This is an optimization exercise on Yosys and OpenROAD, whose aim is small area, a short achievable clock period and few clock cycles per item, not a production implementation.
RTL that was checked went through simulation tests only; none was proved equivalent to the original.

==> branch tundra: inputs <==
## hb_interp2
module hb_interp2 #(
    parameter int unsigned DW   = 16,
    parameter int unsigned ACCW = 36
) (
    input  logic                 clk,
    input  logic                 reset,
    input  logic signed [DW-1:0] x_in,
    input  logic                 x_in_valid,
    output logic                 x_in_ready,
    output logic signed [DW-1:0] y_out,
    output logic                 y_out_valid
);
export LEC_CHECK = 0
export CAP_MARGIN = 20
export CORE_MARGIN = 2
export CORE_UTILIZATION = 65
export CTS_CLUSTER_DIAMETER = 100
export CTS_CLUSTER_SIZE = 30
export PLACE_DENSITY = 0.75
export SETUP_SLACK_MARGIN = 2.8
export SLEW_MARGIN = 20
create_clock -name core_clock -period 6.0 [get_ports {clk}]
standard.sh (not shown) runs the stock make flow with config.mk's settings and CLKGATE_MAP_FILE= SYNTH_SCRIPT=/design/flow/synth_recipe.tcl, a recipe that flattens the netlist after the stock synthesis.
==> flow/flow/run.sh <==
#!/bin/bash
# Standard ORFS flow, with one netlist clean-up between synthesis and floorplan:
# flow/fapol.py removes inverters around full-adder cells (logic unchanged).
set -euo pipefail
R=orfs/results/sky130hd/hb_interp2/base
bash standard.sh synth > synth.log 2>&1
cp $R/1_2_yosys.v $R/1_2_yosys.std.v
python3 flow/fapol.py $R/1_2_yosys.std.v $R/1_2_yosys.v > fapol.log 2>&1
touch $R/1_2_yosys.v
bash standard.sh finish > finish.log 2>&1
==> flow/flow/fapol.py <==
#!/usr/bin/env python3
"""Inverter clean-up around full adders in a mapped sky130 netlist.

A full adder is self-dual: FA(~a, ~b, ~c) = (~sum, ~cout). Yosys' adder extraction often
leaves inverters on the inputs and outputs of fa cells. This script gives each fa cell a
flag 'flipped' (its pins then carry the complements of the original values), chooses the
flags greedily to need as few inverters as possible, and rewrites the netlist with the
inverters that are then needed. The logic function of the module is unchanged.
Usage: fapol.py IN.v OUT.v"""
import re, sys
from collections import defaultdict

src = open(sys.argv[1]).read()
inst_re = re.compile(r'^(\s*)(sky130_fd_sc_hd__\w+)\s+(\S+)\s*\((.*?)\);\n', re.S | re.M)
pin_re = re.compile(r'\.(\w+)\(\s*(.*?)\s*\)\s*(?:,|$)', re.S)

insts = []
for m in inst_re.finditer(src):
    pins = [(p, n.strip()) for p, n in pin_re.findall(m.group(4))]
    insts.append(dict(start=m.start(), end=m.end(), cell=m.group(2), name=m.group(3), pins=pins))

OUT_PINS = {"X", "Y", "Q", "Q_N", "SUM", "COUT", "HI", "LO"}
def is_inv(c): return re.match(r"sky130_fd_sc_hd__(clk)?inv_\d+$", c) is not None
def is_fa(c): return re.match(r"sky130_fd_sc_hd__fa_\d+$", c) is not None

driver = {}
loads = defaultdict(list)   # net -> [(inst index, pin)]
for i, it in enumerate(insts):
    for p, n in it["pins"]:
        if p in OUT_PINS: driver[n] = (i, p)
        else: loads[n].append((i, p))

# nets used outside cell pins (ports, assigns) are left as they are
port_nets = set()
hdr = src[:insts[0]["start"]] if insts else src
for m in re.finditer(r'^\s*(input|output)\s+(?:\[(\d+):(\d+)\]\s*)?(\S+?);', src, re.M):
    nm = m.group(4)
    if m.group(2):
        for b in range(int(m.group(3)), int(m.group(2)) + 1):
            port_nets.add(f"{nm}[{b}]")
    port_nets.add(nm)

inv_idx = [i for i, it in enumerate(insts) if it["cell"] == "sky130_fd_sc_hd__inv_1"]
fa_idx = [i for i, it in enumerate(insts) if is_fa(it["cell"])]

# managed inverters: inv_1 whose output is not a port net
managed = set()
for i in inv_idx:
    pins = dict(insts[i]["pins"])
    if pins["Y"] in port_nets or pins["A"] in port_nets and False:
        continue
    managed.add(i)

def base_of(net):
    """follow managed inverters back: returns (base net, parity)"""
    k = 0
    seen = 0
    while net in driver and driver[net][0] in managed and seen < 8:
        net = dict(insts[driver[net][0]]["pins"])["A"]
        k ^= 1; seen += 1
    return net, k

# consumers: every non-managed-inverter input pin; record its base and parity
cons = []   # (inst, pin, base, parity)
for i, it in enumerate(insts):
    if i in managed: continue
    for p, n in it["pins"]:
        if p in OUT_PINS: continue
        b, k = base_of(n)
        cons.append((i, p, b, k))
# port outputs driven through managed inverters also count as consumers
for n in port_nets:
    if n in driver and driver[n][0] in managed:
        pass  # excluded above (managed excludes inverters driving ports)

fa_set = set(fa_idx)
flip = defaultdict(int)
def drv_flip(b):
    d = driver.get(b)
    return flip[d[0]] if d and d[0] in fa_set else 0
by_base = defaultdict(list)
for c in cons: by_base[c[2]].append(c)
def need(c):
    i, p, b, k = c
    return k ^ drv_flip(b) ^ (flip[i] if i in fa_set else 0)
def base_cost(b):
    s = set(need(c) for c in by_base[b])
    return 1 if 1 in s else 0
# bases touched by an fa (as driver or consumer)
fa_bases = defaultdict(set)
for c in cons:
    if c[0] in fa_set: fa_bases[c[0]].add(c[2])
for i in fa_idx:
    for p, n in insts[i]["pins"]:
        if p in OUT_PINS: fa_bases[i].add(n)

before = sum(base_cost(b) for b in by_base)
for it_ in range(20):
    changed = 0
    for i in fa_idx:
        bs = fa_bases[i]
        c0 = sum(base_cost(b) for b in bs)
        flip[i] ^= 1
        c1 = sum(base_cost(b) for b in bs)
        if c1 < c0: changed += 1
        else: flip[i] ^= 1
    if not changed: break
after = sum(base_cost(b) for b in by_base)
sys.stderr.write(f"fapol: {len(managed)} inverters managed; needed before {before}, after {after}; "
                 f"{sum(flip.values())} of {len(fa_idx)} fa flipped\n")

# rewrite: drop managed inverters, reconnect consumers to base or to a new inverter
newinv = {}
new_wires = []
def inv_of(b):
    if b not in newinv:
        w = f"_fapol_{len(newinv)}_"
        newinv[b] = w
        new_wires.append(w)
    return newinv[b]
repl = {}   # (inst, pin) -> net
for c in cons:
    i, p, b, k = c
    repl[(i, p)] = inv_of(b) if need(c) else b

def esc(n):
    return n + " " if n.startswith("\\") else n
out = []
pos = 0
for i, it in enumerate(insts):
    out.append(src[pos:it["start"]])
    pos = it["end"]
    if i in managed:
        continue
    pins = []
    for p, n in it["pins"]:
        pins.append((p, repl.get((i, p), n)))
    body = ",\n".join(f"    .{p}({esc(n)})" for p, n in pins)
    out.append(f"  {it['cell']} {it['name']} (\n{body}\n  );\n")
rest = src[pos:]
# new inverters before endmodule
invs = "".join(f"  sky130_fd_sc_hd__inv_1 _fapol_inv_{j}_ (\n    .A({esc(b)}),\n    .Y({w})\n  );\n"
               for j, (b, w) in enumerate(newinv.items()))
rest = rest.replace("endmodule", invs + "endmodule", 1)
text = "".join(out) + rest
# declare new wires after the module header's first wire declaration
decl = "".join(f"  wire {w};\n" for w in new_wires)
text = re.sub(r'(\n\s*wire )', "\n" + decl.rstrip("\n") + r'\1', text, count=1)
open(sys.argv[2], "w").write(text)
==> branch delta: changes against branch tundra <==
==> flow/run.sh (new file) <==
#!/bin/bash
# synth_recipe.tcl (not shown) runs the flow's synth.tcl, then flattens the netlist and writes it again
# the make line also repeats each setting of config.mk as NAME=value (left out here)
make -C /OpenROAD-flow-scripts/flow DESIGN_CONFIG=/design/flow/config.mk WORK_HOME=/design/flow/orfs CLKGATE_MAP_FILE= SYNTH_SCRIPT=/design/flow/synth_recipe.tcl finish
Settings changed: CORE_UTILIZATION 65 to 40, CTS_BUF_LIST set to sky130_fd_sc_hd__clkbuf_4 sky130_fd_sc_hd__clkbuf_8, CTS_CLUSTER_DIAMETER 100 to not set, CTS_CLUSTER_SIZE 30 to not set, PLACE_DENSITY 0.75 to 0.6.
removed: flow/flow/run.sh
removed: flow/flow/fapol.py
removed: flow/standard.sh
==> comparison table <==
quantity                                                            branch delta            branch tundra
DRT iter0 DRCs                                                               866                      785
Cells resized by post-CTS repair                                              43                       33
Status                                                   complete, no violations  complete, no violations
Post-Synthesis Net Count                                                   2,138                    1,961
Clock Pin Slew Worst Setup and Hold Paths                                0.06 ns                  0.11 ns
Final design instance area without fill                               0.0234 mm2               0.0214 mm2
Number of non-clock inverters in the layout                                  333                      156
Clock buf/inv share                                                       0.0680                   0.0246
Die area                                                              0.0528 mm2               0.0318 mm2
Capture instance of the worst register-to-register path                   zr[12]                   zr[17]
Critical register-to-register path startpoint                              ta[2]                    tc[8]
Wire length on met2                                                    23,800 um                23,000 um
Clock tree buffer count of the final layout                                  111                       23
CTS H-tree depth                                                               3                        1
Met3 Usage GRT                                                            0.0334                   0.0273
Summed instance area of the synthesized netlist                       0.0204 mm2               0.0197 mm2
Core footprint                                                        0.0503 mm2               0.0298 mm2
Met3 wire length                                                         1750 um                  2040 um
Testbench counts of branch tundra, summed over its fixed seeds: cycles 4,144, samples 2,048.
Testbench counts of branch delta, summed over its fixed seeds: cycles 4,144, samples 2,048.

* * *

==> inputs of trial 39 <==
hb_interp2, a different RTL version from the one above (not shown whole).
Settings: LEC_CHECK=0, CAP_MARGIN=20, CORE_MARGIN=2, CORE_UTILIZATION=75, CTS_CLUSTER_DIAMETER=100, CTS_CLUSTER_SIZE=30, PLACE_DENSITY=0.85, SETUP_SLACK_MARGIN=2.8, SLEW_MARGIN=20; clock period 6.0 ns.
==> flow/flow/run.sh <==
#!/bin/bash
# Standard ORFS flow, with one netlist clean-up between synthesis and floorplan:
# flow/fapol.py removes inverters around full-adder cells (logic unchanged).
set -euo pipefail
R=orfs/results/sky130hd/hb_interp2/base
bash standard.sh synth > synth.log 2>&1
cp $R/1_2_yosys.v $R/1_2_yosys.std.v
python3 flow/fapol.py $R/1_2_yosys.std.v $R/1_2_yosys.v > fapol.log 2>&1
touch $R/1_2_yosys.v
bash standard.sh "BUFFER_PORTS_ARGS=-buffer_cell sky130_fd_sc_hd__buf_2" finish > finish.log 2>&1
Other scripts of this flow, unchanged in this note and not shown: flow/flow/fapol.py
==> build 89: changes against trial 39 <==
--- a/flow/design.v
+++ b/flow/design.v
@@ -19,15 +19,15 @@
     logic [8:0] q2;
     logic [8:0] q3;
     logic [8:0] q4;
     logic [8:0] q5;
     logic [11:0] q6;
     logic [23:0] ta, tb, tc, za, zb, z;
     logic [17:0] zr;
-    logic [8:0] s0, s6;
+    logic [8:0] s0, s1, s2, s3, s4, s5, s6;
     logic [15:0] o3, y, bsel, asat;
     logic acc;
     assign x_in_ready  = ph;
     assign y_out       = y;
     assign y_out_valid = yv;
     assign acc         = x_in_valid & ph;
     always_ff @(posedge clk or posedge reset) begin
@@ -55,83 +55,28 @@
             ra[k] <= ~(({8{sa}} & rb[k-1]) | ({8{sb}} & rb[k]));
             rb[k] <= ~(({8{nsa}} | ra[k-1]) & ({8{nsb}} | ra[k]));
         end
     end
     always_comb begin
         for (int k = 0; k < 14; k++) pa[k] = {ra[k][7] ^ ~ph_a, ra[k][6:0]};
         s0 = {1'b0, pa[0]} + {1'b0, pa[13]};
+        s1 = {1'b0, pa[1]} + {1'b0, pa[12]};
+        s2 = {1'b0, pa[2]} + {1'b0, pa[11]};
+        s3 = {1'b0, pa[3]} + {1'b0, pa[10]};
+        s4 = {1'b0, pa[4]} + {1'b0, pa[9]};
+        s5 = {1'b0, pa[5]} + {1'b0, pa[8]};
         s6 = {1'b0, pa[6]} + {1'b0, pa[7]};
     end
-    wire [8:0] pre1_s;
-    wire [4:0] pre1_c;
-    assign pre1_c[0] = 1'b0;
-    assign pre1_s[0] = pa[1][0] ^ pa[12][0] ^ pre1_c[0];
-    assign pre1_c[1] = (pa[1][0] & pa[12][0]) | (pa[1][0] & pre1_c[0]) | (pa[12][0] & pre1_c[0]);
-    assign pre1_s[1] = pa[1][1] ^ pa[12][1] ^ pre1_c[1];
-    assign pre1_c[2] = (pa[1][1] & pa[12][1]) | (pa[1][1] & pre1_c[1]) | (pa[12][1] & pre1_c[1]);
-    assign pre1_s[2] = pa[1][2] ^ pa[12][2] ^ pre1_c[2];
-    assign pre1_c[3] = (pa[1][2] & pa[12][2]) | (pa[1][2] & pre1_c[2]) | (pa[12][2] & pre1_c[2]);
-    assign pre1_s[3] = pa[1][3] ^ pa[12][3] ^ pre1_c[3];
-    assign pre1_c[4] = (pa[1][3] & pa[12][3]) | (pa[1][3] & pre1_c[3]) | (pa[12][3] & pre1_c[3]);
-    assign pre1_s[8:4] = {1'b0, pa[1][7:4]} + {1'b0, pa[12][7:4]} + {4'b0, pre1_c[4]};
-    wire [8:0] pre2_s;
-    wire [4:0] pre2_c;
-    assign pre2_c[0] = 1'b0;
-    assign pre2_s[0] = pa[2][0] ^ pa[11][0] ^ pre2_c[0];
-    assign pre2_c[1] = (pa[2][0] & pa[11][0]) | (pa[2][0] & pre2_c[0]) | (pa[11][0] & pre2_c[0]);
-    assign pre2_s[1] = pa[2][1] ^ pa[11][1] ^ pre2_c[1];
-    assign pre2_c[2] = (pa[2][1] & pa[11][1]) | (pa[2][1] & pre2_c[1]) | (pa[11][1] & pre2_c[1]);
-    assign pre2_s[2] = pa[2][2] ^ pa[11][2] ^ pre2_c[2];
-    assign pre2_c[3] = (pa[2][2] & pa[11][2]) | (pa[2][2] & pre2_c[2]) | (pa[11][2] & pre2_c[2]);
-    assign pre2_s[3] = pa[2][3] ^ pa[11][3] ^ pre2_c[3];
-    assign pre2_c[4] = (pa[2][3] & pa[11][3]) | (pa[2][3] & pre2_c[3]) | (pa[11][3] & pre2_c[3]);
-    assign pre2_s[8:4] = {1'b0, pa[2][7:4]} + {1'b0, pa[11][7:4]} + {4'b0, pre2_c[4]};
-    wire [8:0] pre3_s;
-    wire [4:0] pre3_c;
-    assign pre3_c[0] = 1'b0;
-    assign pre3_s[0] = pa[3][0] ^ pa[10][0] ^ pre3_c[0];
-    assign pre3_c[1] = (pa[3][0] & pa[10][0]) | (pa[3][0] & pre3_c[0]) | (pa[10][0] & pre3_c[0]);
-    assign pre3_s[1] = pa[3][1] ^ pa[10][1] ^ pre3_c[1];
-    assign pre3_c[2] = (pa[3][1] & pa[10][1]) | (pa[3][1] & pre3_c[1]) | (pa[10][1] & pre3_c[1]);
-    assign pre3_s[2] = pa[3][2] ^ pa[10][2] ^ pre3_c[2];
-    assign pre3_c[3] = (pa[3][2] & pa[10][2]) | (pa[3][2] & pre3_c[2]) | (pa[10][2] & pre3_c[2]);
-    assign pre3_s[3] = pa[3][3] ^ pa[10][3] ^ pre3_c[3];
-    assign pre3_c[4] = (pa[3][3] & pa[10][3]) | (pa[3][3] & pre3_c[3]) | (pa[10][3] & pre3_c[3]);
-    assign pre3_s[8:4] = {1'b0, pa[3][7:4]} + {1'b0, pa[10][7:4]} + {4'b0, pre3_c[4]};
-    wire [8:0] pre4_s;
-    wire [4:0] pre4_c;
-    assign pre4_c[0] = 1'b0;
-    assign pre4_s[0] = pa[4][0] ^ pa[9][0] ^ pre4_c[0];
-    assign pre4_c[1] = (pa[4][0] & pa[9][0]) | (pa[4][0] & pre4_c[0]) | (pa[9][0] & pre4_c[0]);
-    assign pre4_s[1] = pa[4][1] ^ pa[9][1] ^ pre4_c[1];
-    assign pre4_c[2] = (pa[4][1] & pa[9][1]) | (pa[4][1] & pre4_c[1]) | (pa[9][1] & pre4_c[1]);
-    assign pre4_s[2] = pa[4][2] ^ pa[9][2] ^ pre4_c[2];
-    assign pre4_c[3] = (pa[4][2] & pa[9][2]) | (pa[4][2] & pre4_c[2]) | (pa[9][2] & pre4_c[2]);
-    assign pre4_s[3] = pa[4][3] ^ pa[9][3] ^ pre4_c[3];
-    assign pre4_c[4] = (pa[4][3] & pa[9][3]) | (pa[4][3] & pre4_c[3]) | (pa[9][3] & pre4_c[3]);
-    assign pre4_s[8:4] = {1'b0, pa[4][7:4]} + {1'b0, pa[9][7:4]} + {4'b0, pre4_c[4]};
-    wire [8:0] pre5_s;
-    wire [4:0] pre5_c;
-    assign pre5_c[0] = 1'b0;
-    assign pre5_s[0] = pa[5][0] ^ pa[8][0] ^ pre5_c[0];
-    assign pre5_c[1] = (pa[5][0] & pa[8][0]) | (pa[5][0] & pre5_c[0]) | (pa[8][0] & pre5_c[0]);
-    assign pre5_s[1] = pa[5][1] ^ pa[8][1] ^ pre5_c[1];
-    assign pre5_c[2] = (pa[5][1] & pa[8][1]) | (pa[5][1] & pre5_c[1]) | (pa[8][1] & pre5_c[1]);
-    assign pre5_s[2] = pa[5][2] ^ pa[8][2] ^ pre5_c[2];
-    assign pre5_c[3] = (pa[5][2] & pa[8][2]) | (pa[5][2] & pre5_c[2]) | (pa[8][2] & pre5_c[2]);
-    assign pre5_s[3] = pa[5][3] ^ pa[8][3] ^ pre5_c[3];
-    assign pre5_c[4] = (pa[5][3] & pa[8][3]) | (pa[5][3] & pre5_c[3]) | (pa[8][3] & pre5_c[3]);
-    assign pre5_s[8:4] = {1'b0, pa[5][7:4]} + {1'b0, pa[8][7:4]} + {4'b0, pre5_c[4]};
     always_ff @(posedge clk) begin
         q0 <= {2'b0, s0} + {s0, 1'b0};
-        q1 <= pre1_s;
-        q2 <= pre2_s;
-        q3 <= pre3_s;
-        q4 <= pre4_s;
-        q5 <= pre5_s;
+        q1 <= s1;
+        q2 <= s2;
+        q3 <= s3;
+        q4 <= s4;
+        q5 <= s5;
         q6 <= {3'b0, s6} + {s6, 2'b0};
     end
     wire ts1, tc2, ts3, tc4, ts5, tc6, ts7, tc8, ts9, tc10, ts11, tc12, tn13, ts14, tc15, tn16;
     wire ts17, tc18, ts19, tc20, ts21, tc22, ts23, tc24, ts25, tc26, ts27, tc28, tn29, ts30, tc31, ts32;
     wire tc33, ts34, tc35, ts36, tc37, tn38, ts39, tc40, tn41, ts42, tc43, tn44, ts45, tc46, tn47, ts48;
     wire tc49, ts50, tc51, ts52, tc53, ts54, tc55, ts56, tc57, ts58, tc59, ts60, tc61, ts62, tc63, ts64;
     wire tc65, tn66, ts67, tc68, ts69, tc70, ts71, tc72, ts73, tc74, ts75, tc76, ts77, tc78, ts79, tc80;
==> results.txt <==
metric                                                       build 89        trial 39
Detailed Route Iter0 Violations                                  1130            1151
Outcome                                                finished clean  finished clean
Setup Slack @ Placement                                       2.63 ns         2.38 ns
Final RePlAce weighted congestion                               0.998            1.01
Number of antenna repair diodes                                     1               0
Die Wd                                                         163 µm          162 µm
CP Launch Point                                                ta[10]            ph_b
Proportion of cell area occupied by multi-input gates           0.484           0.480
Post-cts gate resize count                                         37              60
FF-to-FF Start                                                 ta[10]            ph_b
Via count                                                       12100           11900
Total track usage                                               0.362           0.355
Buffers inserted by post-CTS timing repair                          2               7
Signal inverters                                                  161             140
Register fraction of the total cell area                        0.425           0.427
First-pass GRT wire length                                   71500 µm        69500 µm
Testbench counts of build 89, summed over its fixed seeds: cycles 4,144, samples 2,048.
No functional check of the RTL was part of trial 39.

what the ideal ports hide:
The results above use ideal ports. As a check the final layouts listed here were re-extracted and re-timed, cells and wires unchanged.
Step 1 assumes that a clkbuf_16 drives the clock port and a buf_2 every other input.
Step 2 adds t to the input delays and takes it off the output delays; t is the mean of the earliest and latest rising clock arrival at the registers after step 1. Input paths then give back, and output paths get back, about the clock's delay inside the block.
Three values: ideal, step 1, step 2; two values: the first two.
| run | t (ns) | setup WS [ns] | worst setup path at the end | clock arrival spread, ns | worst slew at a driven data input, ns |
|---|---|---|---|---|---|
| branch tundra | 0.588 | 2.752 / 2.752 / 2.752 | register to register | 0.026 / 0.026 | 0.04 |
| branch delta | 0.696 | 2.798 / 2.798 / 2.798 | register to register | 0.050 / 0.050 | 0.03 |
| trial 39 | 0.570 | 2.561 / 2.561 / 2.561 | register to register | 0.039 / 0.039 | 0.04 |
| build 89 | 0.575 | 2.765 / 2.765 / 2.765 | register to register | 0.018 / 0.019 | 0.04 |
After both steps every run listed still meets setup and hold.
